What follows belongs to an exercise in optimizing a design on an open flow for small area; a production flow would make more cautious choices. In this exercise RTL edits were held to simulation tests only and were not proved equivalent to the original. Power is estimated from default activity; no workload was simulated.

### flow/design.v
`default_nettype none
package mmu_tx_regs_pkg;
        localparam int addr_w = 24;
        localparam int data_w = 32;
        localparam int id_w = 12;
        localparam int off_w = 7;
        localparam int grp_lsb = off_w;
        localparam int zero_w = addr_w - id_w - 2 - off_w;
        localparam logic [id_w-1:0] mmu_tx_cm_id = 12'h001;
        localparam int ddr_num = 4;
        localparam int beat_w = 11;
        localparam logic [beat_w-1:0] beat_init = 11'h350;
        localparam int cnt_num = 14;
        localparam logic [off_w-1:0] cfg_off = 7'h00;
        localparam logic [off_w-1:0] err_off = 7'h00;
        localparam logic [off_w-1:0] sts_pkt_sta = 7'h00;
        localparam logic [off_w-1:0] sts_hacc_sn = 7'h01;
        localparam logic [off_w-1:0] sts_ddr_rsp_sn = 7'h0c;
        localparam logic [off_w-1:0] sts_seq_info = 7'h0d;
        localparam logic [off_w-1:0] sts_beat_bd = 7'h0e;
        typedef logic [data_w-1:0] reg_word_t;
        typedef logic [beat_w-1:0] beat_t;
        typedef enum logic [1:0] {
                grp_cfg = 2'd0,
                grp_err = 2'd1,
                grp_sts = 2'd2,
                grp_cnt = 2'd3
        } reg_group_e;
        typedef struct packed {
                logic rd;
                logic wr;
                logic [addr_w-1:0] addr;
                reg_word_t wdata;
        } cpu_req_t;
        typedef struct packed {
                reg_word_t pkt_sta;
                logic [10:0] hacc_sn;
                logic [10:0] ddr_rsp_sn;
                logic [2:0] seq_info;
                beat_t online_beat;
                logic [5:0] bd_sta;
        } tx_status_t;
        typedef struct packed {
                logic [ddr_num-1:0] rsp_ok;
                logic [ddr_num-1:0] send_ok;
                logic tx2rx_bd_wen;
                logic kernel_bd_wen;
                logic ddr_rsp;
                logic rxffc_wr;
                logic inq_fifo_rd;
                logic tx_cnt;
        } cnt_event_t;
        function automatic logic blk_match(input logic [addr_w-1:0] addr);
                blk_match = (addr[addr_w-1 -: id_w] == mmu_tx_cm_id) &&
                            (addr[grp_lsb+2 +: zero_w] == '0);
        endfunction
        function automatic reg_group_e addr_group(input logic [addr_w-1:0] addr);
                addr_group = reg_group_e'(addr[grp_lsb +: 2]);
        endfunction
        function automatic logic [off_w-1:0] addr_off(input logic [addr_w-1:0] addr);
                addr_off = addr[off_w-1:0];
        endfunction
endpackage
`default_nettype wire
`default_nettype none
`timescale 1ns/1ns
module mmu_tx_ctrl_regs (
        input  wire         clk_sys,
        input  wire         rst,
        input  wire         cfg_wr,
        input  wire         err_wr,
        input  wire [31:0]  wdata,
        input  wire [31:0]  err_flags,
        output logic [10:0] online_beat,
        output logic [31:0] err_q
);
        always_ff @(posedge clk_sys or posedge rst) begin
                if (rst) begin
                        online_beat <= mmu_tx_regs_pkg::beat_init;
                end else if (cfg_wr) begin
                        online_beat <= wdata[10:0];
                end
        end
        always_ff @(posedge clk_sys) begin
                if (rst) begin
                        err_q <= '0;
                end else begin
                        err_q <= (err_q & ~(err_wr ? wdata : 32'd0)) | err_flags;
                end
        end
endmodule
`default_nettype wire
`default_nettype none
`timescale 1ns/1ns
module mmu_tx_cnt_bank (
        input  wire                  clk_sys,
        input  wire                  rst,
        input  wire                  cpu_wr,
        input  wire [13:0]           sel_cnt,
        input  wire [3:0]            off,
        input  wire [31:0]           wdata,
        input  wire [27:0]           wr_hi_q,
        input  wire [13:0]           events,
        input  wire                  cnt_clr,
        output logic [27:0]          rd_hi,
        output logic [3:0]           rd_lo,
        output logic                 rd_pend
);
        localparam int n = 14;
        localparam int lo_w = 4;
        localparam int hi_w = 32 - lo_w;
        logic clr;
        logic clr_d;
        logic [3:0] rot;
        logic [3:0] rot2;
        logic [n-1:0] rot_hot;
        logic [n-1:0] head;
        logic [4:0] sum_a;
        logic [4:0] sum_b;
        logic [3:0] slot;
        logic cnt_hit;
        logic [n-1:0] sel_slot;
        logic [n-1:0] ld_cnt;
        logic [n-1:0] ld_slot;
        logic [n-1:0] rd_sel_q;
        logic wr_q;
        logic [lo_w-1:0] lo_q [n];
        logic [n-1:0] pend_q;
        logic [hi_w-1:0] hi_q [n];
        logic [hi_w-1:0] hi_inc;
        logic pend_head;
        assign clr = cnt_clr | rst;
        always_ff @(posedge clk_sys) begin
                if (rst || rot == 4'd13) begin
                        rot <= '0;
                end else begin
                        rot <= rot + 4'd1;
                end
                clr_d <= clr;
                wr_q <= cpu_wr;
        end
        always_comb begin
                for (int s = 0; s < n; s++) begin
                        rot_hot[s] = (rot == 4'(s));
                end
                for (int i = 0; i < n; i++) begin
                        head[i] = rot_hot[n-1-i];
                end
        end
        assign rot2 = rot + 4'd2;
        assign sum_a = {1'b0, off} + {1'b0, rot};
        assign sum_b = {1'b0, off} + {1'b0, rot2};
        assign slot = sum_b[4] ? sum_b[3:0] : sum_a[3:0];
        assign cnt_hit = |sel_cnt;
        always_comb begin
                for (int s = 0; s < n; s++) begin
                        sel_slot[s] = cnt_hit && (slot == 4'(s));
                end
                for (int s = 0; s < n; s++) begin
                        ld_slot[s] = wr_q && rd_sel_q[(s + n - 1) % n];
                end
        end
        assign ld_cnt = {n{cpu_wr}} & sel_cnt;
        always_ff @(posedge clk_sys) begin
                for (int i = 0; i < n; i++) begin
                        if (clr) begin
                                lo_q[i] <= '0;
                                pend_q[i] <= 1'b0;
                        end else if (ld_cnt[i]) begin
                                lo_q[i] <= wdata[lo_w-1:0];
                                pend_q[i] <= 1'b0;
                        end else begin
                                lo_q[i] <= lo_q[i] + lo_w'(events[i]);
                                pend_q[i] <= (events[i] && (&lo_q[i])) || (pend_q[i] && !head[i]);
                        end
                end
        end
        always_comb begin
                pend_head = 1'b0;
                for (int i = 0; i < n; i++) begin
                        pend_head = pend_head | (head[i] & pend_q[i]);
                end
        end
        mmu_tx_inc #(.w(hi_w)) ring_inc_i (
                .a  (hi_q[n-1]),
                .ci (pend_head),
                .y  (hi_inc)
        );
        logic [n-1:0] hold_slot, load_slot;
        logic [hi_w-1:0] hi_prev [n];
        logic [hi_w-1:0] hi_nxt [n];
        assign hold_slot = ~ld_slot & {n{~clr_d}};
        assign load_slot = ld_slot & {n{~clr_d}};
        always_comb begin
                for (int s = 0; s < n; s++) begin
                        hi_prev[s] = (s == 0) ? hi_inc : hi_q[(s + n - 1) % n];
                        hi_nxt[s] = ({hi_w{hold_slot[s]}} & hi_prev[s]) |
                                    ({hi_w{load_slot[s]}} & wr_hi_q);
                end
        end
        always_ff @(posedge clk_sys) begin
                for (int s = 0; s < n; s++) begin
                        hi_q[s] <= hi_nxt[s];
                end
        end
        always_comb begin
                rd_lo = '0;
                rd_pend = 1'b0;
                for (int i = 0; i < n; i++) begin
                        rd_lo = rd_lo | ({lo_w{sel_cnt[i]}} & lo_q[i]);
                        rd_pend = rd_pend | (sel_cnt[i] & pend_q[i] & !head[i]);
                end
        end
        always_ff @(posedge clk_sys) begin
                for (int s = 0; s < n; s++) begin
                        rd_sel_q[s] <= sel_slot[(s + n - 1) % n];
                end
        end
        always_comb begin
                rd_hi = '0;
                for (int s = 0; s < n; s++) begin
                        rd_hi = rd_hi | ({hi_w{rd_sel_q[s]}} & hi_q[s]);
                end
        end
endmodule
`default_nettype wire
`default_nettype none
module mmu_tx_inc #(
        parameter int w = 28
) (
        input  wire [w-1:0]  a,
        input  wire          ci,
        output logic [w-1:0] y
);
        localparam int ng = (w + 3) / 4;
        logic [ng-1:0] grp_all;
        logic [ng:0] grp_ci;
        logic [w-1:0] c;
        always_comb begin
                for (int g = 0; g < ng; g++) begin
                        grp_all[g] = 1'b1;
                        for (int k = 4*g; k < 4*g + 4 && k < w; k++) begin
                                grp_all[g] = grp_all[g] & a[k];
                        end
                end
                grp_ci[0] = ci;
                for (int g = 0; g < ng; g++) begin
                        grp_ci[g+1] = grp_ci[g] & grp_all[g];
                end
                for (int g = 0; g < ng; g++) begin
                        c[4*g] = grp_ci[g];
                        for (int k = 4*g + 1; k < 4*g + 4 && k < w; k++) begin
                                c[k] = c[k-1] & a[k-1];
                        end
                end
                y = a ^ c;
        end
endmodule
`default_nettype wire
`default_nettype none
`timescale 1ns/1ns
module mmu_tx_rd_mux (
        input  wire              clk_sys,
        input  wire              rst,
        input  wire              cpu_rd,
        input  wire              cpu_wr,
        input  wire [31:0]       cpu_wdata,
        input  wire              sel_cfg,
        input  wire              sel_err,
        input  wire [4:0]        sel_sts,
        input  wire [10:0]       online_beat,
        input  wire [31:0]       err_q,
        input  wire [31:0]       sts_pkt_sta,
        input  wire [10:0]       sts_hacc_sn,
        input  wire [10:0]       sts_ddr_rsp_sn,
        input  wire [2:0]        sts_seq_info,
        input  wire [10:0]       sts_online_beat,
        input  wire [5:0]        sts_bd_sta,
        input  wire [27:0]       cnt_hi,
        input  wire [3:0]        cnt_lo,
        input  wire              cnt_pend,
        output logic [27:0]      wr_hi_q,
        output logic [31:0]      rd_data,
        output logic             rd_valid
);
        logic [31:0] word;
        logic [31:0] word_q;
        logic pend_q;
        logic rd_q;
        always_comb begin
                word = ({32{sel_cfg}} & {21'd0, online_beat}) |
                       ({32{sel_err}} & err_q) |
                       ({32{sel_sts[0]}} & sts_pkt_sta) |
                       ({32{sel_sts[1]}} & {21'd0, sts_hacc_sn}) |
                       ({32{sel_sts[2]}} & {21'd0, sts_ddr_rsp_sn}) |
                       ({32{sel_sts[3]}} & {29'd0, sts_seq_info}) |
                       ({32{sel_sts[4]}} & {5'd0, sts_online_beat, 10'd0, sts_bd_sta});
                word = word | {28'd0, cnt_lo} | ({32{cpu_wr}} & {cpu_wdata[31:4], 4'd0});
        end
        logic [27:0] hi_sum;
        assign wr_hi_q = word_q[31:4];
        mmu_tx_inc #(.w(28)) rd_inc_i (
                .a  (word_q[31:4] | cnt_hi),
                .ci (pend_q),
                .y  (hi_sum)
        );
        always_ff @(posedge clk_sys) begin
                word_q <= word;
                pend_q <= cnt_pend;
                rd_data <= {hi_sum, word_q[3:0]};
        end
        always_ff @(posedge clk_sys or posedge rst) begin
                if (rst) begin
                        rd_q <= 1'b0;
                        rd_valid <= 1'b0;
                end else begin
                        rd_q <= cpu_rd;
                        rd_valid <= rd_q;
                end
        end
endmodule
`default_nettype wire
`default_nettype none
`timescale 1ns/1ns
module mmu_tx_regs (
        input  wire         clk_sys,
        input  wire         rst,
        input  wire         cpu_rd,
        input  wire         cpu_wr,
        input  wire [23:0]  cpu_addr,
        input  wire [31:0]  cpu_wdata,
        input  wire [31:0]  sts_pkt_sta,
        input  wire [10:0]  sts_hacc_sn,
        input  wire [10:0]  sts_ddr_rsp_sn,
        input  wire [2:0]   sts_seq_info,
        input  wire [10:0]  sts_online_beat,
        input  wire [5:0]   sts_bd_sta,
        input  wire [31:0]  err_flags,
        input  wire [13:0]  events,
        input  wire         cnt_clr,
        output wire [10:0]  online_beat,
        output wire [31:0]  rd_data,
        output wire         rd_valid
);
        localparam int cnt_num = mmu_tx_regs_pkg::cnt_num;
        logic blk;
        logic [1:0] grp;
        logic [6:0] off;
        logic off0;
        logic sel_cfg, sel_err;
        logic [4:0] sel_sts;
        logic [cnt_num-1:0] sel_cnt;
        logic rd_cfg, rd_err;
        logic [4:0] rd_sts;
        logic [27:0] wr_hi_q;
        assign blk = mmu_tx_regs_pkg::blk_match(cpu_addr);
        assign grp = cpu_addr[8:7];
        assign off = cpu_addr[6:0];
        assign off0 = (off == 7'h00);
        assign sel_cfg = blk && (grp == 2'd0) && off0;
        assign sel_err = blk && (grp == 2'd1) && off0;
        assign sel_sts[0] = blk && (grp == 2'd2) && (off == mmu_tx_regs_pkg::sts_pkt_sta);
        assign sel_sts[1] = blk && (grp == 2'd2) && (off == mmu_tx_regs_pkg::sts_hacc_sn);
        assign sel_sts[2] = blk && (grp == 2'd2) && (off == mmu_tx_regs_pkg::sts_ddr_rsp_sn);
        assign sel_sts[3] = blk && (grp == 2'd2) && (off == mmu_tx_regs_pkg::sts_seq_info);
        assign sel_sts[4] = blk && (grp == 2'd2) && (off == mmu_tx_regs_pkg::sts_beat_bd);
        assign rd_cfg = sel_cfg && !cpu_wr;
        assign rd_err = sel_err && !cpu_wr;
        assign rd_sts = sel_sts & {5{!cpu_wr}};
        always_comb begin
                for (int i = 0; i < cnt_num; i++) begin
                        sel_cnt[i] = blk && (grp == 2'd3) && (int'(off) == i);
                end
        end
        logic [31:0] err_q;
        logic [27:0] cnt_hi;
        logic [3:0] cnt_lo;
        logic cnt_pend;
        mmu_tx_ctrl_regs ctrl_regs_i (
                .clk_sys     (clk_sys),
                .rst         (rst),
                .cfg_wr      (cpu_wr && sel_cfg),
                .err_wr      (cpu_wr && sel_err),
                .wdata       (cpu_wdata),
                .err_flags   (err_flags),
                .online_beat (online_beat),
                .err_q       (err_q)
        );
        mmu_tx_cnt_bank cnt_bank_i (
                .clk_sys (clk_sys),
                .rst     (rst),
                .cpu_wr  (cpu_wr),
                .sel_cnt (sel_cnt),
                .off     (off[3:0]),
                .wdata   (cpu_wdata),
                .wr_hi_q (wr_hi_q),
                .events  (events),
                .cnt_clr (cnt_clr),
                .rd_hi   (cnt_hi),
                .rd_lo   (cnt_lo),
                .rd_pend (cnt_pend)
        );
        mmu_tx_rd_mux rd_mux_i (
                .clk_sys         (clk_sys),
                .rst             (rst),
                .cpu_rd          (cpu_rd),
                .cpu_wr          (cpu_wr),
                .cpu_wdata       (cpu_wdata),
                .sel_cfg         (rd_cfg),
                .sel_err         (rd_err),
                .sel_sts         (rd_sts),
                .online_beat     (online_beat),
                .err_q           (err_q),
                .sts_pkt_sta     (sts_pkt_sta),
                .sts_hacc_sn     (sts_hacc_sn),
                .sts_ddr_rsp_sn  (sts_ddr_rsp_sn),
                .sts_seq_info    (sts_seq_info),
                .sts_online_beat (sts_online_beat),
                .sts_bd_sta      (sts_bd_sta),
                .cnt_hi          (cnt_hi),
                .cnt_lo          (cnt_lo),
                .cnt_pend        (cnt_pend),
                .wr_hi_q         (wr_hi_q),
                .rd_data         (rd_data),
                .rd_valid        (rd_valid)
        );
endmodule
`default_nettype wire
`default_nettype none
`timescale 1ns/1ns
module mmu_tx_regs_top (
        input  wire         clk_sys,
        input  wire         rst,
        input  wire         cpu_rd,
        input  wire         cpu_wr,
        input  wire [23:0]  cpu_addr,
        input  wire [31:0]  cpu_wdata,
        input  wire [31:0]  sts_pkt_sta,
        input  wire [10:0]  sts_hacc_sn,
        input  wire [10:0]  sts_ddr_rsp_sn,
        input  wire [2:0]   sts_seq_info,
        input  wire [10:0]  sts_online_beat,
        input  wire [5:0]   sts_bd_sta,
        input  wire [31:0]  err_flags,
        input  wire [13:0]  events,
        input  wire         cnt_clr,
        output wire [10:0]  online_beat,
        output wire [31:0]  rd_data,
        output wire         rd_valid
);
        mmu_tx_regs regs_i (
                .clk_sys         (clk_sys),
                .rst             (rst),
                .cpu_rd          (cpu_rd),
                .cpu_wr          (cpu_wr),
                .cpu_addr        (cpu_addr),
                .cpu_wdata       (cpu_wdata),
                .sts_pkt_sta     (sts_pkt_sta),
                .sts_hacc_sn     (sts_hacc_sn),
                .sts_ddr_rsp_sn  (sts_ddr_rsp_sn),
                .sts_seq_info    (sts_seq_info),
                .sts_online_beat (sts_online_beat),
                .sts_bd_sta      (sts_bd_sta),
                .err_flags       (err_flags),
                .events          (events),
                .cnt_clr         (cnt_clr),
                .online_beat     (online_beat),
                .rd_data         (rd_data),
                .rd_valid        (rd_valid)
        );
endmodule
`default_nettype wire
### flow/flow/run.sh
#!/bin/bash
# Layout with the standard ORFS flow (standard.sh), changing only:
#  - the cell buffer_ports uses for the port buffers (a plain buf_1
#    instead of the default delay cell), every port is still buffered
#  - clock tree synthesis without dummy loads and with small buffers
# Each make step writes its own log under orfs/logs; make's output
# goes to standard.log in this folder.
set -euo pipefail
export BUFFER_PORTS_ARGS="-buffer_cell sky130_fd_sc_hd__buf_1"
export CTS_ARGS="-sink_clustering_enable -repair_clock_nets -dont_use_dummy_load -buf_list sky130_fd_sc_hd__clkbuf_8 -sink_clustering_size 18 -sink_clustering_max_diameter 50"
bash standard.sh finish > standard.log 2>&1
### flow/standard.sh
#!/bin/bash
# synth_recipe.tcl (not shown) runs the flow's synth.tcl, then flattens the netlist and writes it again
# the make line also repeats each setting of config.mk as NAME=value (left out here)
make -C /OpenROAD-flow-scripts/flow DESIGN_CONFIG=/design/flow/config.mk WORK_HOME=/design/flow/orfs CLKGATE_MAP_FILE= SYNTH_SCRIPT=/design/flow/synth_recipe.tcl "${@:-finish}"
### flow/config.mk
export PLATFORM = sky130hd
export DESIGN_NAME = mmu_tx_regs_top
export DESIGN_NICKNAME = mmu_tx_regs_top
export VERILOG_FILES = /design/flow/design.v
export SDC_FILE = /design/flow/constraint.sdc
export NUM_CORES = 4
export LEC_CHECK = 0
export CAP_MARGIN = 20
export CORE_MARGIN = 2
export CORE_UTILIZATION = 50
export GPL_TIMING_DRIVEN = 0
export SLEW_MARGIN = 20
### flow/constraint.sdc
create_clock -name core_clock -period 4.0 [get_ports {clk_sys}]
set_input_delay 0.8000 -clock core_clock [delete_from_list [all_inputs] [get_ports {clk_sys}]]
set_output_delay 0.8000 -clock core_clock [all_outputs]
set_load 0.01 [all_outputs]
==> results of run 1 <==
## repair_timing
item	4_1_cts	5_1_grt
endpoints found under the hold margin	0	0
buffers inserted	0	0
endpoints found under the setup margin	0	2
resized for setup	0	4
## metal layers
layer / routed length (µm) / track usage, % / share of wire, % / vias to the layer above
met5: 0 / 0 / 0 / -
met4: 5170 / 19.3 / 5.2 / 0
met3: 10900 / 9.97 / 11 / 340
met2: 43300 / 59.8 / 44 / 1551
met1: 39100 / 49.5 / 40 / 10700
li1: - / - / - / 9451
## kinds of logic after synthesis
| family | synth area share [%] |
|---|---|
| mux | 2.07 |
| fa+ha+maj | 4.38 |
| compound gates | 26.8 |
| xor+xnor | 1.86 |
| buf+inv | 3.91 |
| flops | 49.6 |
| simple gates | 11.5 |
## state kept, by name, summed over array words and instances (netlist names)
| signal | flops |
|---|---|
| regs_i.ctrl_regs_i.err_q | 32 |
| regs_i.cnt_bank_i.wr_q | 1 |
| regs_i.rd_mux_i.rd_data | 32 |
| regs_i.ctrl_regs_i.online_beat | 11 |
| regs_i.rd_mux_i.rd_valid | 1 |
| regs_i.cnt_bank_i.hi_q | 392 |
| regs_i.cnt_bank_i.pend_q | 14 |
| regs_i.cnt_bank_i.lo_q | 56 |
| regs_i.cnt_bank_i.rot | 4 |
| regs_i.rd_mux_i.pend_q | 1 |
| regs_i.cnt_bank_i.rd_sel_q | 14 |
| regs_i.rd_mux_i.word_q | 32 |
| regs_i.cnt_bank_i.clr_d | 1 |
| regs_i.rd_mux_i.rd_q | 1 |
## power by group through the flow
stage          combinational [W]  sequential [W]  clock, W
3_3_place_gp            0.000664         0.00617         0
4_1_cts                 0.000679         0.00603   0.00325
5_1_grt                 0.000739         0.00604   0.00345
3_5_place_dp            0.000677         0.00617         0
2_1_floorplan           0.000358         0.00614         0
6_report                0.000697         0.00604   0.00322
## synth_stat cells (all sizes together), types with 22 or more instances
cell / instances
a22o: 403
o21ai: 35
ha: 81
nand4: 74
mux2i: 34
xnor2: 25
clkbuf: 113
nor2: 117
nand3: 71
a21oi: 92
nor3: 22
buf: 98
nand2: 120
a22oi: 169
a211oi: 28
and3: 22
a222oi: 36
dfxtp: 579
xor2: 26
## final timing paths
path | startpoint | to | slack (ns) | cells after the start
max | regs_i.cnt_bank_i.rd_sel_q[12] | regs_i.rd_mux_i.rd_data[31] | -0.05 | 12
min | cpu_rd | regs_i.rd_mux_i.rd_q | 0.24 | 1
max reg2reg | regs_i.cnt_bank_i.rd_sel_q[12] | regs_i.rd_mux_i.rd_data[31] | -0.05 | 12
min reg2reg | regs_i.rd_mux_i.word_q[1] | regs_i.rd_mux_i.rd_data[1] | 0.34 | 0
max in group asynchronous | rst | regs_i.ctrl_regs_i.online_beat[5] | 2.67 | 3
min in group asynchronous | rst | regs_i.ctrl_regs_i.online_beat[7] | 0.93 | 3
## metrics by stage
step,hold slack (ns),std cells,total power [W],util [%],setup slack (ns)
6_report,0.245,3217,0.00996,55.5,-0.0516
4_1_cts,0.204,3217,0.00996,55.5,0.0627
5_1_grt,0.235,3216,0.0102,55.5,0.00670
2_1_floorplan,0.310,2326,0.00650,-,1.29
3_5_place_dp,0.316,3162,0.00684,53.9,0.0807
3_3_place_gp,0.316,3161,0.00683,53.8,0.164
## area by class of cell
class / count / share of cell area, %
antenna: 1 / 0.00946
buffer: 210 / 3.36
clock buffer: 55 / 2.86
inverter: 15 / 0.213
multi-input combinational: 1508 / 42.4
sequential: 592 / 45.1
tap: 615 / 2.91
timing repair buffer: 221 / 3.15
## critical path: stages (launching register included)
cell and delay, ns:
dfxtp_1 0.43, buf_2 0.43, clkbuf_1 0.70, a22oi_1 0.25
nand3_1 0.15, nor2_1 0.09, nor4_1 0.23, nand3_1 0.37
nor3_1 0.53, ha_1 0.29, ha_1 0.16, ha_1 0.15
xnor2_1 0.16
==> reports/metrics.cfg, run 1 <==
[timing]
period_share_pct=101
finalWorstSetupSlack_ns=-0.0516
relSlewSlack_pct=12.9
grt_setup_unrepaired=false
min_period_ns=4.05
hold_viol=0
max_freq_ghz=0.247
final-setup-viol-count=1
worstMarginPinSlew_ns=1.31
finalMaxSlewViolations=0
tns_ns=-0.0516
final.setup_skew_ns=0.0999

[detailed_routing]
drcViolationCount=0
antenna_left=0
detailedRoute.firstIterationViolations=2900
routedWlPerCell_um=30.6
vias_per_cell=6.86
drt-total-wl_mm=98.5
firstDrtPassIters=9
vias=22100

[floorplan]
die_area_um2=49900
ios=225
core.rowCount=80
initial_core_util_pct=50.5
core-area_um2=47600
die_w_um=223
die_y_um=223

[worst_setup_path]
startpoint_type=flop
cp-end-kind=flop
worstPathMaxFanout=10
critPathRequiredTime_ns=4.60
critPathKind=flop to flop
crit_arrival_ns=4.66

[placed_design]
place_hpwl_mm=67.9
gp_congestion=0.993
port-buffer-count=220
place_area_um2=25700

[logic_synthesis]
synth_area_per_cell_um2=10.3
synth_area_leader_cell=dfxtp_1
syn_inst=2326
synth_ff_type=dfxtp_1
yosys-top-cells-area=dfxtp_1 48%, a22o_1 15%, a22oi_1 5.3%
synth_area_um2=24100
synth_edf_count=0
yosysWarnings=13
synth_top_area_share_pct=48.2
synth_seq_cells=592
synth_seq_area_share_pct=49.6
synth_cell_types=77
async_flop_share_pct=2.20

[cts]
htreeDepth=2
hold_buffers=0
cts_buffers=55
clk_path_buf_depth=3
clk_latency_ns=0.74
clk_pin_slew_worst_paths_ns=0.10
cts_root_buf=clkbuf_8
cts.sinks=592
cts_tree=built

[grt]
grtUsageTotal_pct=38.4
first_global_vias=21500
grt_max_degree=19
grt_pass1_wl_mm=141
gr-total-overflow=0
antenna_found_initial=2

[layout]
fillers=4376
most-common-layout-cells=579 x dfxtp_1, 403 x a22o_1, 249 x buf_1
layout_commonest_cell=dfxtp_1
final_area_um2=26500
area_growth_pct=9.98
seq_area_um2=11900
drive_above_1_share_pct=6.57
final_nets=2867
multi_input_area_um2=11200

[power]
p_leak_nw=10.2
p_int_w=0.00738
pwr-share-comb_pct=7.0
ir_drop_mv=0.209
cellPowerDensity_nw_per_um2=376
pwr-share-seq_pct=60.6
switchingPower_w=0.00258
clkPwrFrac_pct=32.4
p_sw_share_pct=25.9

[flow_run]
cap_violations=0

[run_status]
status=failed layout checks
violations=negative setup slack

[hold_path]
min_path_type=primary input to flop

==> run 2, diff against run 1 <==
--- a/flow/design.v
+++ b/flow/design.v
@@ -234,7 +234,7 @@
 );
         localparam int ng = (w + 3) / 4;
         logic [ng-1:0] grp_all;
-        logic [ng:0] grp_ci;
+        logic [ng-1:0] grp_ci;
         logic [w-1:0] c;
         always_comb begin
                 for (int g = 0; g < ng; g++) begin
@@ -243,14 +243,16 @@
                                 grp_all[g] = grp_all[g] & a[k];
                         end
                 end
-                grp_ci[0] = ci;
                 for (int g = 0; g < ng; g++) begin
-                        grp_ci[g+1] = grp_ci[g] & grp_all[g];
+                        grp_ci[g] = ci;
+                        for (int j = 0; j < g; j++) begin
+                                grp_ci[g] = grp_ci[g] & grp_all[j];
+                        end
                 end
-                for (int g = 0; g < ng; g++) begin
-                        c[4*g] = grp_ci[g];
-                        for (int k = 4*g + 1; k < 4*g + 4 && k < w; k++) begin
-                                c[k] = c[k-1] & a[k-1];
+                for (int k = 0; k < w; k++) begin
+                        c[k] = grp_ci[k/4];
+                        for (int j = 4*(k/4); j < k; j++) begin
+                                c[k] = c[k] & a[j];
                         end
                 end
                 y = a ^ c;
--- a/flow/flow/run.sh
+++ b/flow/flow/run.sh
@@ -7,5 +7,5 @@
 # goes to standard.log in this folder.
 set -euo pipefail
 export BUFFER_PORTS_ARGS="-buffer_cell sky130_fd_sc_hd__buf_1"
-export CTS_ARGS="-sink_clustering_enable -repair_clock_nets -dont_use_dummy_load -buf_list sky130_fd_sc_hd__clkbuf_8 -sink_clustering_size 18 -sink_clustering_max_diameter 50"
+export CTS_ARGS="-sink_clustering_enable -repair_clock_nets -dont_use_dummy_load -buf_list sky130_fd_sc_hd__clkbuf_8 -sink_clustering_size 16 -sink_clustering_max_diameter 60"
 bash standard.sh finish > standard.log 2>&1
--- a/flow/config.mk
+++ b/flow/config.mk
@@ -7,6 +7,6 @@
 export LEC_CHECK = 0
 export CAP_MARGIN = 20
 export CORE_MARGIN = 2
-export CORE_UTILIZATION = 50
+export CORE_UTILIZATION = 40
 export GPL_TIMING_DRIVEN = 0
 export SLEW_MARGIN = 20
==> run 2 against run 1 <==
  * The run now finishes clean
  * Sequential share of layout area is 0.31 points lower
  * Clock skew is 0.044 ns higher
  * Core utilization is 11 points lower
  * Design area is 0.69% higher
  * First-iteration DRC count is 5.2% lower
  * Final cell count is 5.0% higher
  * Synthesized cell count is 0.39% higher
  * Area after synthesis is 0.21% higher
  * Worst hold slack worse by 0.015 ns
  * Sequential power hardly changed
  * Highest routed layer unchanged
==> reports/metrics.cfg, run 2 <==
[run_status]
status=finished clean  ; was failed layout checks

[worst_setup_path]
rrSetupSlack_ns=0.17  ; was -0.05 ns
cp-startpoint=regs_i.cnt_bank_i.rd_sel_q[11]  ; was regs_i.cnt_bank_i.rd_sel_q[12]
r2r_start=regs_i.cnt_bank_i.rd_sel_q[11]  ; was regs_i.cnt_bank_i.rd_sel_q[12]
slowest_delay_ns=0.53  ; was 0.70 ns
r2r_cells=11  ; was 12
critPathKind=flop to flop  ; unchanged
cpMaxStageDelayCell=nor4bb_2  ; was clkbuf_1
crit_arrival_ns=4.34  ; was 4.66 ns
cp-end-kind=flop  ; unchanged
critPathRequiredTime_ns=4.51  ; was 4.60 ns
cp_cell_sequence=buf_2, buf_2, a22oi_1, nand4_1, nor4bb_2, nand3_2, nor3_2, ha_1, ha_1, ha_1, xnor2_1  ; was buf_2, clkbuf_1, a22oi_1, nand3_1, nor2_1, nor4_1, nand3_1, nor3_1, ha_1, ha_1, ha_1, xnor2_1
rr_endpoint=regs_i.rd_mux_i.rd_data[31]  ; unchanged
worstPathMaxFanout=10  ; unchanged
startpoint_type=flop  ; unchanged
cpMostUsedCell=ha_1  ; unchanged

[power]
p_leak_nw=10.0  ; was 10.2 nW
power.total_w=0.00986  ; was 0.00996 W
cellPowerDensity_nw_per_um2=370  ; was 376 nW/µm²
ir_drop_mv=0.268  ; was 0.209 mV

[timing]
whs_ns=0.230  ; was 0.245 ns
min_period_ns=3.83  ; was 4.05 ns
finalMaxSlewViolations=0  ; unchanged
relSlewSlack_pct=14.4  ; was 12.9%
final.setup_skew_ns=0.144  ; was 0.0999 ns
final-setup-viol-count=0  ; was 1
period_share_pct=95.8  ; was 101%
tns_ns=0  ; was -0.0516 ns
max_freq_ghz=0.261  ; was 0.247 GHz
hold_viol=0  ; unchanged
worstMarginPinSlew_ns=1.28  ; was 1.31 ns
grt_setup_unrepaired=false  ; unchanged

[grt]
grt_max_degree=17  ; was 19
gr-total-overflow=0  ; unchanged
first_global_vias=21900  ; was 21500
grt_pass1_wl_mm=144  ; was 141 mm
antenna_found_initial=1  ; was 2
grtUsageTotal_pct=30.8  ; was 38.4%

[logic_synthesis]
synth_area_um2=24100  ; about the same
synth_most_common_cell=dfxtp_1  ; unchanged
yosys.area_share.simple_pct=12.1  ; was 11.5%
synth_ff_type=dfxtp_1  ; unchanged
synthAdderAreaFrac_pct=4.37  ; was 4.38%
synth_xor_area_share_pct=1.85  ; was 1.86%
synth_compound_area_share_pct=26.1  ; was 26.8%
syn_inst=2335  ; was 2326
synth_area_per_cell_um2=10.3  ; about the same
synthMuxAreaShare_pct=2.36  ; was 2.07%
yosysWarnings=13  ; unchanged
yosys-top-cells-area=dfxtp_1 48%, a22o_1 14%, a22oi_1 5.3%  ; was dfxtp_1 48%, a22o_1 15%, a22oi_1 5.3%
async_flop_share_pct=2.20  ; unchanged
synth_top_area_share_pct=48.1  ; was 48.2%
synth_seq_area_share_pct=49.5  ; was 49.6%
synth_area_leader_cell=dfxtp_1  ; unchanged
synth_seq_cells=592  ; unchanged
synth_commonest_cells=579 x dfxtp_1, 396 x a22o_1, 171 x a22oi_1, 119 x nor2_1, 116 x clkbuf_1  ; was 579 x dfxtp_1, 403 x a22o_1, 169 x a22oi_1, 114 x nand2_1, 114 x nor2_1
synth_top_family_by_area=compound AO/OA/AOI/OAI gates  ; unchanged
synth_edf_count=0  ; unchanged
synth_cell_types=74  ; was 77

[floorplan]
core-area_um2=59200  ; was 47600 µm²
initial_core_util_pct=40.7  ; was 50.5%
die_w_um=249  ; was 223 µm
core.rowCount=89  ; was 80
die_y_um=249  ; was 223 µm
die_area_um2=62200  ; was 49900 µm²
ios=225  ; unchanged

[cts]
clk_latency_ns=0.74  ; about the same
clk_pin_slew_worst_paths_ns=0.09  ; was 0.10 ns
cts_tree=built  ; unchanged
cts.sinks=592  ; unchanged
htreeDepth=2  ; unchanged
post-cts-setup-buffers=0  ; unchanged
cts_buffers=49  ; was 55
cts_root_buf=clkbuf_8  ; unchanged
hold_buffers=0  ; unchanged
clk_path_buf_depth=3  ; unchanged

[layout]
layout_commonest_cell=dfxtp_1  ; unchanged
area_growth_pct=10.5  ; was 9.98%
reg_top3=regs_i.cnt_bank_i.hi_q: 392 flops, regs_i.cnt_bank_i.lo_q: 56 flops  ; unchanged
regMostFlops=regs_i.cnt_bank_i.hi_q  ; unchanged
stdcell_count=3378  ; was 3217
largest_register_ffs=392  ; unchanged
most-common-layout-cells=579 x dfxtp_1, 396 x a22o_1, 259 x buf_1  ; was 579 x dfxtp_1, 403 x a22o_1, 249 x buf_1
finish.utilization_pct=45.0  ; was 55.5%
drive_above_1_share_pct=6.22  ; was 6.57%
final_nets=2870  ; was 2867

[placed_design]
placedCellCount=3327  ; was 3162
port-buffer-count=219  ; was 220
gp_congestion=1.00  ; was 0.993
place_hpwl_mm=68.3  ; was 67.9 mm

[detailed_routing]
vias_per_cell=6.56  ; was 6.86
antenna_left=0  ; unchanged
drt-total-wl_mm=99.3  ; was 98.5 mm
detailedRoute.firstIterationViolations=2749  ; was 2900
vias=22200  ; was 22100
firstDrtPassIters=8  ; was 9
drcViolationCount=0  ; unchanged
routedWlPerCell_um=29.4  ; was 30.6 µm

[hold_path]
hold_path_depth=1  ; unchanged
min_from=cpu_rd  ; unchanged
worstHoldEndpoint=regs_i.rd_mux_i.rd_q  ; unchanged
min_path_type=primary input to flop  ; unchanged

[flow_run]
cap_violations=0  ; unchanged

run 2: critical path, delay by kind of cell, from the launching register on:
kind                     cells  cell delay, ns
XOR/XNOR                     1            0.15
flip-flops                   1            0.39
adder cells (fa/ha/maj)      3            0.55
AND/OR/NAND/NOR              4            1.51
buffers and inverters        2            0.89
AO/OA/AOI/OAI                1            0.17
run 2: how the worst max path moves through the flow:
stage / end / slack [ns] / cells after the start
after CTS: regs_i.rd_mux_i.rd_data[31] / 0.04 / 11
after floorplan: regs_i.cnt_bank_i.hi_q[0][26] / 1.31 / 12
final: regs_i.rd_mux_i.rd_data[31] / 0.17 / 11
after global placement: regs_i.rd_mux_i.rd_data[31] / -0.61 / 11
after detailed placement: regs_i.rd_mux_i.rd_data[31] / -0.60 / 11
after global routing: regs_i.rd_mux_i.rd_data[31] / 0.003 / 11
run 2: cell families after synthesis:
kind of cell               count (synthesis)
AOI/OAI and AO/OA                        793
DFF                                      592
and+or+nand+nor                          542
muxes                                     54
buffers and inverters                    220
xor gates and xnor gates                  51
adders and majority gates                 83
run 2: stage by stage:
stage / setup WS (ns) / area, µm²
floorplan: 1.31 / 24100
finish: 0.167 / 26600
global placement: -0.615 / 25900
CTS: 0.0388 / 26600
global route: 0.00305 / 26600
detailed placement: -0.601 / 25900
run 2: metal layers:
layer	GRT usage (%)	wire length, µm	up-vias
met1	39.8	40100	10800
met5	0	0	-
li1	-	-	9471
met3	7.36	10800	326
met2	48.0	43100	1577
met4	15.5	5290	0
run 2: power breakdown:
group	leakage (nW)	internal, W	switching (W)
Combinational	4.81	0.000193	0.000507
Clock	0.352	0.00109	0.00202
Sequential	4.85	0.00596	0.0000777
Total	10.0	0.00725	0.00261
run 2: area by class of cell:
type / instances / area, µm²
buffer: 205 / 841
inverter: 15 / 56.3
timing repair buffer: 220 / 830
tap: 773 / 967
sequential: 592 / 11900
antenna: 1 / 2.50
multi-input combinational: 1523 / 11300
fill: 5735 / 32600
clock buffer: 49 / 674
run 2: repair_timing:
item                                    CTS  global route
cloned                                    0             0
endpoints found under the setup margin   11             2
resized for setup                         7             6
==> run 3, diff against run 2 <==
--- a/flow/config.mk
+++ b/flow/config.mk
@@ -5,8 +5,8 @@
 export SDC_FILE = /design/flow/constraint.sdc
 export NUM_CORES = 4
 export LEC_CHECK = 0
-export CAP_MARGIN = 20
+export CAP_MARGIN = 0
 export CORE_MARGIN = 2
-export CORE_UTILIZATION = 40
+export CORE_UTILIZATION = 55
 export GPL_TIMING_DRIVEN = 0
 export SLEW_MARGIN = 20
==> run 3 against run 2 <==
  * Via count down 0.49%
  * Area after synthesis unchanged
  * Still clean on timing, DRC and antenna
  * Fmax decreased by 3.0%
  * Worst setup slack lost 0.12 ns
  * Sequential power about the same
  * Sequential cell count unchanged
==> reports/metrics.cfg, run 3 <==
[logic_synthesis]
synth_compound_area_share_pct=26.1  ; unchanged
synth_top_family_by_area=compound AO/OA/AOI/OAI gates  ; unchanged
async_flop_share_pct=2.20  ; unchanged
synthMuxAreaShare_pct=2.36  ; unchanged
synth_area_per_cell_um2=10.3  ; unchanged
synth_cell_types=74  ; unchanged
synth_ff_type=dfxtp_1  ; unchanged
synth_top_area_share_pct=48.1  ; unchanged
synth_commonest_cells=579 x dfxtp_1, 396 x a22o_1, 171 x a22oi_1, 119 x nor2_1, 116 x clkbuf_1  ; unchanged
synth_area_leader_cell=dfxtp_1  ; unchanged
syn_inst=2335  ; unchanged
synth_seq_area_share_pct=49.5  ; unchanged
synthAdderAreaFrac_pct=4.37  ; unchanged
yosys.area_share.simple_pct=12.1  ; unchanged
synth_seq_cells=592  ; unchanged
synth_edf_count=0  ; unchanged
yosysWarnings=13  ; unchanged
synth_area_um2=24100  ; unchanged
yosys-top-cells-area=dfxtp_1 48%, a22o_1 14%, a22oi_1 5.3%  ; unchanged
synth_most_common_cell=dfxtp_1  ; unchanged
synth_xor_area_share_pct=1.85  ; unchanged

[layout]
diodes=0  ; was 1
drive_above_1_share_pct=5.73  ; was 6.22%
area_growth_pct=9.19  ; was 10.5%
regMostFlops=regs_i.cnt_bank_i.hi_q  ; unchanged
largest_register_ffs=392  ; unchanged
fillers=3834  ; was 5735
final_nets=2866  ; was 2870
layout_commonest_cell=dfxtp_1  ; unchanged
reg_top3=regs_i.cnt_bank_i.hi_q: 392 flops, regs_i.cnt_bank_i.lo_q: 56 flops  ; unchanged
most-common-layout-cells=579 x dfxtp_1, 396 x a22o_1, 257 x buf_1  ; was 579 x dfxtp_1, 396 x a22o_1, 259 x buf_1

[placed_design]
gp_congestion=0.993  ; was 1.00
port-buffer-count=219  ; unchanged
place_hpwl_mm=64.7  ; was 68.3 mm

[timing]
tns_ns=0  ; unchanged
grt_setup_unrepaired=false  ; unchanged
final.setup_skew_ns=0.0647  ; was 0.144 ns
final-setup-viol-count=0  ; unchanged
whs_ns=0.233  ; was 0.230 ns
worstMarginPinSlew_ns=1.28  ; about the same
finalMaxSlewViolations=0  ; unchanged
hold_viol=0  ; unchanged
period_share_pct=98.8  ; was 95.8%
max_freq_ghz=0.253  ; was 0.261 GHz
relSlewSlack_pct=14.5  ; was 14.4%
min_period_ns=3.95  ; was 3.83 ns

[grt]
grt_pass1_wl_mm=137  ; was 144 mm
grtUsageTotal_pct=40.9  ; was 30.8%
antenna_found_initial=2  ; was 1
gr-total-overflow=0  ; unchanged
grt_max_degree=17  ; unchanged
first_global_vias=21200  ; was 21900

[floorplan]
core-area_um2=43200  ; was 59200 µm²
core.rowCount=76  ; was 89
ios=225  ; unchanged
die_w_um=213  ; was 249 µm
die_area_um2=45500  ; was 62200 µm²
die_y_um=213  ; was 249 µm
initial_core_util_pct=55.8  ; was 40.7%

[detailed_routing]
drcViolationCount=0  ; unchanged
drt-total-wl_mm=94.7  ; was 99.3 mm
firstDrtPassIters=8  ; unchanged
vias_per_cell=6.92  ; was 6.56
vias=22000  ; was 22200
antenna_left=0  ; unchanged
routedWlPerCell_um=29.7  ; was 29.4 µm
detailedRoute.firstIterationViolations=2883  ; was 2749

[cts]
cts_tree=built  ; unchanged
clk_latency_ns=0.71  ; was 0.74 ns
clk_path_buf_depth=3  ; unchanged
htreeDepth=2  ; unchanged
cts_buffers=47  ; was 49
clk_pin_slew_worst_paths_ns=0.10  ; was 0.09 ns
cts_root_buf=clkbuf_8  ; unchanged
cts.sinks=592  ; unchanged

[worst_setup_path]
worstPathMaxFanout=10  ; unchanged
crit_end=regs_i.rd_mux_i.rd_data[31]  ; unchanged
rrSetupSlack_ns=0.05  ; was 0.17 ns
critPathKind=flop to flop  ; unchanged
crit_arrival_ns=4.58  ; was 4.34 ns
startpoint_type=flop  ; unchanged
r2r_start=regs_i.cnt_bank_i.rd_sel_q[3]  ; was regs_i.cnt_bank_i.rd_sel_q[11]
cp-end-kind=flop  ; unchanged
cp-startpoint=regs_i.cnt_bank_i.rd_sel_q[3]  ; was regs_i.cnt_bank_i.rd_sel_q[11]
r2r_cells=12  ; was 11
rr_endpoint=regs_i.rd_mux_i.rd_data[31]  ; unchanged
critPathRequiredTime_ns=4.63  ; was 4.51 ns

[power]
power.total_w=0.00975  ; was 0.00986 W
p_leak_nw=9.99  ; was 10.0 nW
cellPowerDensity_nw_per_um2=371  ; was 370 nW/µm²
ir_drop_mv=0.243  ; was 0.268 mV

[run_status]
status=finished clean  ; unchanged

[hold_path]
min_path_type=primary input to flop  ; unchanged

[flow_run]
cap_violations=0  ; unchanged

## run 3: routing by layer
layer	track usage [%]	wire length, µm	vias to the layer above
li1	-	-	9451
met1	53.0	36900	10600
met2	62.7	41000	1631
met3	11.1	11100	374
met4	21.4	5730	4
met5	0	27	-
## run 3: power by group
group / internal, W / leakage, nW / total (W) / switching, W
Clock: 0.00105 / 0.338 / 0.00304 / 0.00199
Sequential: 0.00596 / 4.85 / 0.00604 / 0.0000785
Combinational: 0.000192 / 4.80 / 0.000677 / 0.000485
Total: 0.00720 / 9.99 / 0.00975 / 0.00255
## run 3: area by class of cell
| type | count | area (µm²) | share of cell area [%] |
|---|---|---|---|
| flip-flops and latches | 592 | 11900 | 45.3 |
| multi-input cells | 1523 | 11300 | 42.9 |
| plain buffers | 204 | 836 | 3.18 |
| repair buffers | 219 | 822 | 3.12 |
| well taps | 585 | 732 | 2.78 |
| clock buffers | 47 | 647 | 2.46 |
| inverters | 15 | 56.3 | 0.214 |
## run 3: logic make-up after synthesis
kind of cell | count (synthesis)
muxes | 54
adders and majority gates | 83
AOI/OAI and AO/OA | 793
buffers and inverters | 220
DFF | 592
and+or+nand+nor | 542
xor gates and xnor gates | 51
## run 3: timing repair
item                                    4_1_cts  5_1_grt
endpoints found under the setup margin        0        2
setup buffers                                 0        0
hold buffers                                  0        0
resized for setup                             0        0
## run 3: worst max-delay path: stages (launching register included)
cell      delay (ns)
dfxtp_1         0.53
buf_2           0.42
buf_1           0.77
a222oi_1        0.21
nand3_1         0.14
nor2_1          0.08
nor4_1          0.21
nand3_1         0.43
nor3_1          0.36
ha_1            0.27
ha_1            0.18
ha_1            0.16
xnor2_1         0.11
## run 3: stage by stage
step / cell area [µm²] / utilization, % / instances / worst slack [ns]
5_1_grt: 26300 / 61.0 / 3185 / 0.0160
3_5_place_dp: 25700 / 59.5 / 3139 / 0.0794
3_3_place_gp: 25700 / 59.4 / 3139 / 0.135
6_report: 26300 / 61.0 / 3185 / 0.0495
4_1_cts: 26300 / 61.0 / 3186 / 0.0301
2_1_floorplan: 24100 / - / 2335 / 1.31
## run 3: how the worst min path moves through the flow
stage                                   start                          to  slack, ns  cells after the start
floorplan           regs_i.rd_mux_i.word_q[0]  regs_i.rd_mux_i.rd_data[0]       0.31                      0
detailed placement  regs_i.rd_mux_i.word_q[3]  regs_i.rd_mux_i.rd_data[3]       0.31                      0
global placement    regs_i.rd_mux_i.word_q[3]  regs_i.rd_mux_i.rd_data[3]       0.32                      0
global route                           cpu_rd        regs_i.rd_mux_i.rd_q       0.22                      1
finish                                 cpu_rd        regs_i.rd_mux_i.rd_q       0.23                      1
CTS                                    cpu_rd        regs_i.rd_mux_i.rd_q       0.21                      1
==> run 4, diff against run 3 <==
--- a/flow/config.mk
+++ b/flow/config.mk
@@ -5,8 +5,8 @@
 export SDC_FILE = /design/flow/constraint.sdc
 export NUM_CORES = 4
 export LEC_CHECK = 0
-export CAP_MARGIN = 0
+export CAP_MARGIN = 10
 export CORE_MARGIN = 2
 export CORE_UTILIZATION = 55
 export GPL_TIMING_DRIVEN = 0
-export SLEW_MARGIN = 20
+export SLEW_MARGIN = 10
==> run 4 against run 3 <==
  * Count of clock-buffer cells in the layout decreased by 1
  * Sequential power hardly changed
  * Sequential share of layout area barely moved
  * Highest routed layer is now met4
  * Clock skew grew 0.026 ns
==> reports/metrics.cfg, run 4 <==
[run_status]
status=finished clean  ; unchanged

[worst_setup_path]
critPathRequiredTime_ns=4.60  ; was 4.63 ns
cpMostUsedCell=ha_1  ; unchanged
worstPathMaxFanout=10  ; unchanged
cp_cell_sequence=clkbuf_1, a22oi_1, nand4_1, o21ai_0, and4b_1, nand3_1, nor3_1, ha_1, ha_1, ha_1, xnor2_1  ; was buf_2, buf_1, a222oi_1, nand3_1, nor2_1, nor4_1, nand3_1, nor3_1, ha_1, ha_1, ha_1, xnor2_1
cp-end-kind=flop  ; unchanged
critPathKind=flop to flop  ; unchanged
crit_arrival_ns=4.50  ; was 4.58 ns
cpMaxStageDelayCell=clkbuf_1  ; was buf_1
slowest_delay_ns=0.98  ; was 0.77 ns
startpoint_type=flop  ; unchanged

[detailed_routing]
vias_per_cell=6.96  ; was 6.92
drcViolationCount=0  ; unchanged
antenna_left=0  ; unchanged
routedWlPerCell_um=29.7  ; about the same
drt-total-wl_mm=94.7  ; about the same
detailedRoute.firstIterationViolations=2930  ; was 2883
firstDrtPassIters=9  ; was 8
vias=22200  ; was 22000

[layout]
most-common-layout-cells=579 x dfxtp_1, 396 x a22o_1, 257 x buf_1  ; unchanged
drive_above_1_share_pct=5.61  ; was 5.73%
final_area_um2=26300  ; about the same
reg_top3=regs_i.cnt_bank_i.hi_q: 392 flops, regs_i.cnt_bank_i.lo_q: 56 flops  ; unchanged
largest_register_ffs=392  ; unchanged
layout_commonest_cell=dfxtp_1  ; unchanged
area_growth_pct=9.17  ; was 9.19%
regMostFlops=regs_i.cnt_bank_i.hi_q  ; unchanged
final_nets=2867  ; was 2866

[logic_synthesis]
async_flop_share_pct=2.20  ; unchanged
syn_inst=2335  ; unchanged
synth_area_um2=24100  ; unchanged
yosysWarnings=13  ; unchanged
synth_ff_type=dfxtp_1  ; unchanged
synth_cell_types=74  ; unchanged
yosys-top-cells-area=dfxtp_1 48%, a22o_1 14%, a22oi_1 5.3%  ; unchanged
synth_edf_count=0  ; unchanged
synth_area_per_cell_um2=10.3  ; unchanged
synth_commonest_cells=579 x dfxtp_1, 396 x a22o_1, 171 x a22oi_1, 119 x nor2_1, 116 x clkbuf_1  ; unchanged
synth_top_area_share_pct=48.1  ; unchanged
synth_seq_cells=592  ; unchanged
synth_seq_area_share_pct=49.5  ; unchanged
synth_area_leader_cell=dfxtp_1  ; unchanged
synth_most_common_cell=dfxtp_1  ; unchanged

[timing]
relSlewSlack_pct=9.28  ; was 14.5%
finalMaxSlewViolations=0  ; unchanged
hold_viol=0  ; unchanged
period_share_pct=97.7  ; was 98.8%
min_period_ns=3.91  ; was 3.95 ns
tns_ns=0  ; unchanged
finalWorstSetupSlack_ns=0.0935  ; was 0.0495 ns
worstMarginPinSlew_ns=1.36  ; was 1.28 ns
max_freq_ghz=0.256  ; was 0.253 GHz
final-setup-viol-count=0  ; unchanged
grt_setup_unrepaired=false  ; unchanged
final.setup_skew_ns=0.0911  ; was 0.0647 ns
whs_ns=0.276  ; was 0.233 ns

[cts]
cts_buffers=46  ; was 47
hold_buffers=0  ; unchanged
cts_tree=built  ; unchanged
cts_root_buf=clkbuf_8  ; unchanged
post-cts-setup-buffers=0  ; unchanged
htreeDepth=2  ; unchanged
cts.sinks=592  ; unchanged
clk_path_buf_depth=3  ; unchanged
clk_latency_ns=0.73  ; was 0.71 ns
clk_pin_slew_worst_paths_ns=0.09  ; was 0.10 ns

[floorplan]
core-area_um2=43200  ; unchanged
die_area_um2=45500  ; unchanged
initial_core_util_pct=55.8  ; unchanged
core.rowCount=76  ; unchanged
ios=225  ; unchanged
die_y_um=213  ; unchanged
die_w_um=213  ; unchanged

[placed_design]
place_hpwl_mm=64.8  ; was 64.7 mm
place_area_um2=25700  ; unchanged
port-buffer-count=219  ; unchanged
dpl_worst_slack_ns=0.0653  ; was 0.0794 ns
gp_congestion=0.993  ; unchanged

[grt]
antenna_found_initial=1  ; was 2
first_global_vias=21400  ; was 21200
grtUsageTotal_pct=41.0  ; was 40.9%
gr-total-overflow=0  ; unchanged
grt_pass1_wl_mm=137  ; about the same
grt_max_degree=17  ; unchanged

[power]
p_leak_nw=9.99  ; about the same
ir_drop_mv=0.245  ; was 0.243 mV
cellPowerDensity_nw_per_um2=369  ; was 371 nW/µm²

[flow_run]
cap_violations=0  ; unchanged

[hold_path]
min_path_type=primary input to flop  ; unchanged

[run 4: cell counts after synthesis]
No cell type changed its count.
[run 4: path summary, 6_finish.rpt]
kind,from,to,slack [ns],depth (start not counted)
worst max-delay path,regs_i.cnt_bank_i.rd_sel_q[6],regs_i.rd_mux_i.rd_data[31],0.09,11
min in group asynchronous,rst,regs_i.ctrl_regs_i.online_beat[0],0.53,2
max in group asynchronous,rst,regs_i.rd_mux_i.rd_q,3.01,2
worst min register to register,regs_i.rd_mux_i.word_q[0],regs_i.rd_mux_i.rd_data[0],0.34,0
worst max register to register,regs_i.cnt_bank_i.rd_sel_q[6],regs_i.rd_mux_i.rd_data[31],0.09,11
worst min-delay path,cpu_rd,regs_i.rd_mux_i.rd_q,0.28,1
[run 4: layout make-up]
| class | instances | area [µm²] |
|---|---|---|
| Fill cell | 3848 | 16900 |
| Tap cell | 585 | 732 |
| Clock buffer | 46 | 633 |
| Timing Repair Buffer | 220 | 833 |
| Inverter | 15 | 56.3 |
| Antenna cell | 1 | 2.50 |
| Multi-Input combinational cell | 1523 | 11300 |
| Sequential cell | 592 | 11900 |
| Buffer | 205 | 838 |
[run 4: worst max-delay path: cells and delay by family (launching register included)]
kind,cells,cell delay [ns]
buffers and inverters,1,0.98
flip-flops,1,0.39
AND/OR/NAND/NOR,4,1.43
XOR/XNOR,1,0.11
AO/OA/AOI/OAI,2,0.34
adder cells (fa/ha/maj),3,0.61
[run 4: stage by stage]
step | utilization (%) | power (W) | instances
5_1_grt | 60.9 | 0.00997 | 3186
3_3_place_gp | 59.4 | 0.00681 | 3139
3_5_place_dp | 59.5 | 0.00682 | 3140
4_1_cts | 60.9 | 0.00967 | 3186
2_1_floorplan | - | 0.00650 | 2335
6_report | 60.9 | 0.00970 | 3187
[run 4: routing by layer]
layer | track usage (%) | part of all wire (%) | wire, µm
met5 | 0 | 0 | 0
met2 | 63.1 | 44 | 41300
met1 | 53.8 | 39 | 36600
met4 | 21.4 | 5.9 | 5560
met3 | 9.71 | 12 | 11200
[run 4: where the power goes]
| group | switching (W) | total (W) | internal [W] |
|---|---|---|---|
| clock network | 0.00196 | 0.00299 | 0.00103 |
| logic | 0.000485 | 0.000677 | 0.000193 |
| registers | 0.0000783 | 0.00604 | 0.00596 |
| total | 0.00252 | 0.00970 | 0.00718 |
[run 4: timing repair]
action / in CTS / in global routing
endpoints found under the hold margin: 0 / 0
setup endpoints to repair: 0 / 2
resized for setup: 0 / 2
[run 4: cells by family after synthesis]
| group | synth area share, % |
|---|---|
| AOI/OAI and AO/OA | 26.1 |
| buffers and inverters | 3.71 |
| adders and majority gates | 4.37 |
| DFF | 49.5 |
| and+or+nand+nor | 12.1 |
| xor gates and xnor gates | 1.85 |
| muxes | 2.36 |
==> run 5, diff against run 4 <==
--- a/flow/config.mk
+++ b/flow/config.mk
@@ -5,8 +5,8 @@
 export SDC_FILE = /design/flow/constraint.sdc
 export NUM_CORES = 4
 export LEC_CHECK = 0
-export CAP_MARGIN = 10
+export CAP_MARGIN = 20
 export CORE_MARGIN = 2
 export CORE_UTILIZATION = 55
 export GPL_TIMING_DRIVEN = 0
-export SLEW_MARGIN = 10
+export SLEW_MARGIN = 20
==> run 5 against run 4 <==
  * Largest cell class unchanged
  * Routed wire length down 0.16%
  * Count of clock-buffer cells in the layout up 1
  * Worst setup slack worse by 0.013 ns
  * Die area unchanged
  * Clock skew down 0.024 ns
  * Sequential cell count unchanged
  * Register-to-register slack about the same
  * Still clean
  * Critical path type unchanged
  * Largest power group unchanged
  * Critical path depth up 1
  * Final cell count about the same
  * Synthesized cell count unchanged
  * Fmax down 0.33%
==> reports/metrics.cfg, run 5 <==
[worst_setup_path]
r2r_cells=12  ; was 11
cp-end-kind=flop  ; unchanged
critPathRequiredTime_ns=4.62  ; was 4.60 ns
crit_arrival_ns=4.54  ; was 4.50 ns
worstPathMaxFanout=10  ; unchanged
cp-startpoint=regs_i.cnt_bank_i.rd_sel_q[3]  ; was regs_i.cnt_bank_i.rd_sel_q[6]
startpoint_type=flop  ; unchanged
rrSetupSlack_ns=0.08  ; was 0.09 ns
critPathKind=flop to flop  ; unchanged
r2r_start=regs_i.cnt_bank_i.rd_sel_q[3]  ; was regs_i.cnt_bank_i.rd_sel_q[6]

[logic_synthesis]
syn_inst=2335  ; unchanged
synth_most_common_cell=dfxtp_1  ; unchanged
yosysWarnings=13  ; unchanged
synth_area_leader_cell=dfxtp_1  ; unchanged
synth_compound_area_share_pct=26.1  ; unchanged
yosys-top-cells-area=dfxtp_1 48%, a22o_1 14%, a22oi_1 5.3%  ; unchanged
synth_area_um2=24100  ; unchanged
synth_top_family_by_area=compound AO/OA/AOI/OAI gates  ; unchanged
synth_xor_area_share_pct=1.85  ; unchanged
yosys.area_share.simple_pct=12.1  ; unchanged
synth_cell_types=74  ; unchanged
synth_edf_count=0  ; unchanged
synth_top_area_share_pct=48.1  ; unchanged
async_flop_share_pct=2.20  ; unchanged
synth_ff_type=dfxtp_1  ; unchanged
synthMuxAreaShare_pct=2.36  ; unchanged
synth_seq_cells=592  ; unchanged
synthAdderAreaFrac_pct=4.37  ; unchanged
synth_commonest_cells=579 x dfxtp_1, 396 x a22o_1, 171 x a22oi_1, 119 x nor2_1, 116 x clkbuf_1  ; unchanged
synth_area_per_cell_um2=10.3  ; unchanged
synth_seq_area_share_pct=49.5  ; unchanged

[floorplan]
die_area_um2=45500  ; unchanged
core-area_um2=43200  ; unchanged
ios=225  ; unchanged
die_y_um=213  ; unchanged
initial_core_util_pct=55.8  ; unchanged
die_w_um=213  ; unchanged
core.rowCount=76  ; unchanged

[grt]
grtUsageTotal_pct=40.9  ; was 41.0%
busiest_layer=met2  ; unchanged
first_global_vias=21200  ; was 21400
use_met1_pct=53.0  ; was 53.8%
met3_usage_pct=11.1  ; was 9.71%
antenna_found_initial=2  ; was 1
grt_pass1_wl_mm=137  ; about the same
use_met2_pct=62.7  ; was 63.1%
grt_max_degree=17  ; unchanged
gr-total-overflow=0  ; unchanged

[timing]
max_freq_ghz=0.255  ; was 0.256 GHz
relSlewSlack_pct=14.4  ; was 9.28%
final-setup-viol-count=0  ; unchanged
worstMarginPinSlew_ns=1.28  ; was 1.36 ns
finalMaxSlewViolations=0  ; unchanged
tns_ns=0  ; unchanged
hold_viol=0  ; unchanged
grt_setup_unrepaired=false  ; unchanged
period_share_pct=98.0  ; was 97.7%
finalWorstSetupSlack_ns=0.0804  ; was 0.0935 ns
final.setup_skew_ns=0.0670  ; was 0.0911 ns
min_period_ns=3.92  ; was 3.91 ns

[layout]
diodes=0  ; was 1
regMostFlops=regs_i.cnt_bank_i.hi_q  ; unchanged
finish.utilization_pct=61.0  ; was 60.9%
largest_register_ffs=392  ; unchanged
area_growth_pct=9.22  ; was 9.17%
drive_above_1_share_pct=5.77  ; was 5.61%
final_nets=2867  ; unchanged
layout_commonest_cell=dfxtp_1  ; unchanged
most-common-layout-cells=579 x dfxtp_1, 396 x a22o_1, 257 x buf_1  ; unchanged
reg_top3=regs_i.cnt_bank_i.hi_q: 392 flops, regs_i.cnt_bank_i.lo_q: 56 flops  ; unchanged

[detailed_routing]
firstDrtPassIters=8  ; was 9
detailedRoute.firstIterationViolations=3042  ; was 2930
antenna_left=0  ; unchanged
drt-total-wl_mm=94.5  ; was 94.7 mm
routedWlPerCell_um=29.7  ; about the same
drcViolationCount=0  ; unchanged
vias=22000  ; was 22200
vias_per_cell=6.91  ; was 6.96

[run_status]
status=finished clean  ; unchanged

[cts]
ctsResizeCount=0  ; unchanged
cts_buffers=47  ; was 46
clk_latency_ns=0.71  ; was 0.73 ns
cts.sinks=592  ; unchanged
htreeDepth=2  ; unchanged
cts_root_buf=clkbuf_8  ; unchanged
clk_pin_slew_worst_paths_ns=0.10  ; was 0.09 ns
cts_tree=built  ; unchanged
post-cts-setup-buffers=0  ; unchanged
clk_path_buf_depth=3  ; unchanged

[hold_path]
min_from=cpu_rd  ; unchanged
min_path_type=primary input to flop  ; unchanged
hold_path_depth=1  ; unchanged

[flow_run]
cap_violations=0  ; unchanged

[placed_design]
gp_congestion=0.993  ; unchanged
port-buffer-count=219  ; unchanged
place_hpwl_mm=64.7  ; was 64.8 mm
dpl_worst_slack_ns=0.0794  ; was 0.0653 ns

[power]
ir_drop_mv=0.242  ; was 0.245 mV
p_leak_nw=10.0  ; was 9.99 nW
cellPowerDensity_nw_per_um2=370  ; was 369 nW/µm²

run 5: cell counts after synthesis:
No cell type changed its count.
run 5: layer usage:
layer	wire length, µm	share of wire (%)
met1	36600	39
met2	41000	43
met4	5570	5.9
met3	11300	12
met5	27	0.029
run 5: power breakdown:
group | leakage, nW | switching, W | internal, W | total [W]
Combinational | 4.80 | 0.000485 | 0.000193 | 0.000677
Clock | 0.338 | 0.00197 | 0.00105 | 0.00302
Sequential | 4.85 | 0.0000783 | 0.00596 | 0.00604
run 5: layout make-up:
type                       instances  area (µm²)
fill                            3835       16800
sequential                       592       11900
multi-input combinational       1523       11300
buffer                           204         836
timing repair buffer             220         830
tap                              585         732
clock buffer                      47         647
inverter                          15        56.3
run 5: metrics by stage:
stage | total power [W] | hold slack (ns) | cells | cell area [µm²]
after detailed placement | 0.00682 | 0.312 | 3139 | 25700
after CTS | 0.00970 | 0.207 | 3186 | 26300
after global placement | 0.00681 | 0.318 | 3139 | 25700
after global routing | 0.0100 | 0.217 | 3186 | 26300
final | 0.00974 | 0.234 | 3186 | 26300
after floorplan | 0.00650 | 0.310 | 2335 | 24100
run 5: cell families (layout without fill, tap and decap cells):
group	after synthesis	in the layout
xor+xnor	51	51
mux	54	54
buf+inv	220	486
simple gates	542	542
compound gates	793	793
fa+ha+maj	83	83
flops	592	592
run 5: repair_timing:
item / 4_1_cts / 5_1_grt
hold endpoints to repair: 0 / 0
endpoints found under the setup margin: 0 / 2
hold buffers: 0 / 0
run 5: path summary, 6_finish.rpt:
kind,endpoint
worst max-delay path,regs_i.rd_mux_i.rd_data[31]
worst min-delay path,regs_i.rd_mux_i.rd_q
worst max register to register,regs_i.rd_mux_i.rd_data[31]
worst min register to register,regs_i.rd_mux_i.rd_data[1]
max in group asynchronous,regs_i.rd_mux_i.rd_q
min in group asynchronous,regs_i.ctrl_regs_i.online_beat[10]
run 5: worst max-delay path: stages, from the launching register on:
cell	delay, ns
dfxtp_1	0.53
buf_2	0.42
buf_1	0.77
a222oi_1	0.20
nand3_1	0.14
nor2_1	0.08
nor4_1	0.20
nand3_1	0.41
nor3_1	0.36
ha_1	0.27
ha_1	0.18
ha_1	0.16
xnor2_1	0.11
==> run 6, diff against run 5 <==
--- a/flow/flow/run.sh
+++ b/flow/flow/run.sh
@@ -3,9 +3,12 @@
 #  - the cell buffer_ports uses for the port buffers (a plain buf_1
 #    instead of the default delay cell), every port is still buffered
 #  - clock tree synthesis without dummy loads and with small buffers
+#  - the buffers abc inserts are removed at floorplan, the resizer
+#    buffers what still needs it
 # Each make step writes its own log under orfs/logs; make's output
 # goes to standard.log in this folder.
 set -euo pipefail
 export BUFFER_PORTS_ARGS="-buffer_cell sky130_fd_sc_hd__buf_1"
+export REMOVE_ABC_BUFFERS=1
 export CTS_ARGS="-sink_clustering_enable -repair_clock_nets -dont_use_dummy_load -buf_list sky130_fd_sc_hd__clkbuf_8 -sink_clustering_size 16 -sink_clustering_max_diameter 60"
 bash standard.sh finish > standard.log 2>&1
==> run 6 against run 5 <==
  * Still clean
  * Sequential cell count unchanged
  * Routed wire length decreased by 6.6%
  * Worst hold slack improved by 0.015 ns
  * Combinational power decreased by 1%
  * Largest cell class unchanged
  * Highest routed layer unchanged
==> reports/metrics.cfg, run 6 <==
[timing]
finalMaxSlewViolations=0  ; unchanged
period_share_pct=91.8  ; was 98.0%
final.setup_skew_ns=0.0642  ; was 0.0670 ns
whs_ns=0.248  ; was 0.234 ns

[logic_synthesis]
synth_most_common_cell=dfxtp_1  ; unchanged
synth_top_family_by_area=compound AO/OA/AOI/OAI gates  ; unchanged
syn_inst=2335  ; unchanged
yosysWarnings=13  ; unchanged
yosys.area_share.simple_pct=12.1  ; unchanged
yosys-top-cells-area=dfxtp_1 48%, a22o_1 14%, a22oi_1 5.3%  ; unchanged

[layout]
final_nets=2722  ; was 2867
most-common-layout-cells=563 x dfxtp_1, 396 x a22o_1, 218 x buf_1  ; was 579 x dfxtp_1, 396 x a22o_1, 257 x buf_1
regMostFlops=regs_i.cnt_bank_i.hi_q  ; unchanged

[floorplan]
ios=225  ; unchanged
die_w_um=213  ; unchanged
die_y_um=213  ; unchanged

[worst_setup_path]
r2r_start=regs_i.cnt_bank_i.rd_sel_q[1]  ; was regs_i.cnt_bank_i.rd_sel_q[3]
critPathKind=flop to flop  ; unchanged
cp_cell_sequence=buf_12, a22oi_1, and4_1, nand4_1, nor4bb_1, nand3_1, nor3_1, ha_1, ha_1, ha_1, xnor2_1  ; was buf_2, buf_1, a222oi_1, nand3_1, nor2_1, nor4_1, nand3_1, nor3_1, ha_1, ha_1, ha_1, xnor2_1
rrSetupSlack_ns=0.33  ; was 0.08 ns
cp.buffers_inverters=1  ; was 2

[power]
p_int_w=0.00721  ; was 0.00720 W
cellPowerDensity_nw_per_um2=358  ; was 370 nW/µm²
p_leak_nw=10.2  ; was 10.0 nW
switchingPower_w=0.00246  ; was 0.00253 W

[cts]
ctsResizeCount=0  ; unchanged
post-cts-setup-buffers=0  ; unchanged
clk_pin_slew_worst_paths_ns=0.09  ; was 0.10 ns

[grt]
grt_max_degree=64  ; was 17

[detailed_routing]
antenna_left=0  ; unchanged
drcViolationCount=0  ; unchanged

[hold_path]
hold_path_depth=1  ; unchanged

[run_status]
status=finished clean  ; unchanged

[flow_run]
cap_violations=0  ; unchanged

==> run 6: cell counts after synthesis <==
Identical to the previous run, type by type.
==> run 6: how the worst max path moves through the flow <==
stage          slack (ns)                       endpoint  cells past startpoint                          start
5_1_grt              0.19  regs_i.cnt_bank_i.hi_q[0][27]                     12       regs_i.cnt_bank_i.rot[1]
3_5_place_dp        -0.05     regs_i.rd_mux_i.word_q[19]                      8                    cpu_addr[1]
3_3_place_gp        -2.59  regs_i.cnt_bank_i.lo_q[11][1]                      6                         cpu_wr
2_1_floorplan        0.51    regs_i.ctrl_regs_i.err_q[0]                      6                    cpu_addr[6]
4_1_cts              0.37  regs_i.cnt_bank_i.hi_q[0][27]                     12       regs_i.cnt_bank_i.rot[1]
6_report             0.33    regs_i.rd_mux_i.rd_data[31]                     11  regs_i.cnt_bank_i.rd_sel_q[1]
==> run 6: metrics by stage <==
step | area (µm²) | TNS (ns) | total power (W) | std cells | setup WS, ns
after floorplan | 23300 | 0 | 0.00645 | 2130 | 0.514
after detailed placement | 26400 | -0.0574 | 0.00686 | 2995 | -0.0544
after CTS | 27000 | 0 | 0.00968 | 3040 | 0.375
after global routing | 27000 | 0 | 0.00995 | 3041 | 0.189
final | 27000 | 0 | 0.00967 | 3042 | 0.329
after global placement | 24800 | -462.41 | 0.00676 | 2939 | -2.59
==> run 6: kinds of logic (layout without fill, tap and decap cells) <==
family | Yosys count | after routing
AO/OA/AOI/OAI | 793 | 793
flip-flops | 592 | 592
AND/OR/NAND/NOR | 542 | 542
buffers and inverters | 220 | 341
adder cells (fa/ha/maj) | 83 | 83
multiplexers | 54 | 54
XOR/XNOR | 51 | 51
other | 0 | 1
==> run 6: worst reg2reg max path, stage by stage, from the launching register on <==
cell      delay, ns
dfxtp_2        0.62
buf_12         0.27
a22oi_1        0.10
and4_1         0.23
nand4_1        0.13
nor4bb_1       0.61
nand3_1        0.53
nor3_1         0.34
ha_1           0.33
ha_1           0.20
ha_1           0.17
xnor2_1        0.11
==> run 6: layer usage <==
metal  wire length [µm]  share of wire, %  vias to the layer above  global-route usage [%]
met4               5370               6.1                        4                    21.3
li1                   -                 -                     9171                       -
met3               9390                11                      380                    8.83
met1              34600                39                    10300                    49.4
met5                 29             0.033                        -                       0
met2              38900                44                     1404                    59.8
==> run 6: area by class of cell <==
cell class	instances	area (µm²)
clock buffers	45	619
repair buffers	281	2190
well taps	585	732
inverters	15	57.6
multi-input cells	1523	11500
fillers	3693	16200
flip-flops and latches	592	11900
diodes	1	2.50
==> run 6: power groups by stage <==
| stage | Combinational (W) | Sequential (W) | Clock, W |
|---|---|---|---|
| 2_1_floorplan | 0.000275 | 0.00617 | 0 |
| 3_3_place_gp | 0.000563 | 0.00620 | 0 |
| 3_5_place_dp | 0.000651 | 0.00621 | 0 |
| 4_1_cts | 0.000652 | 0.00607 | 0.00295 |
| 5_1_grt | 0.000714 | 0.00609 | 0.00315 |
| 6_report | 0.000667 | 0.00607 | 0.00292 |

Re-timed with assumed drivers on the ports (clkbuf_16 on the clock, buf_2 on other inputs), run 6 has 0.329 ns of setup slack against 0.329 ns with ideal ports, and 0.087 ns once port delays also move by the mid clock arrival of 0.711 ns.
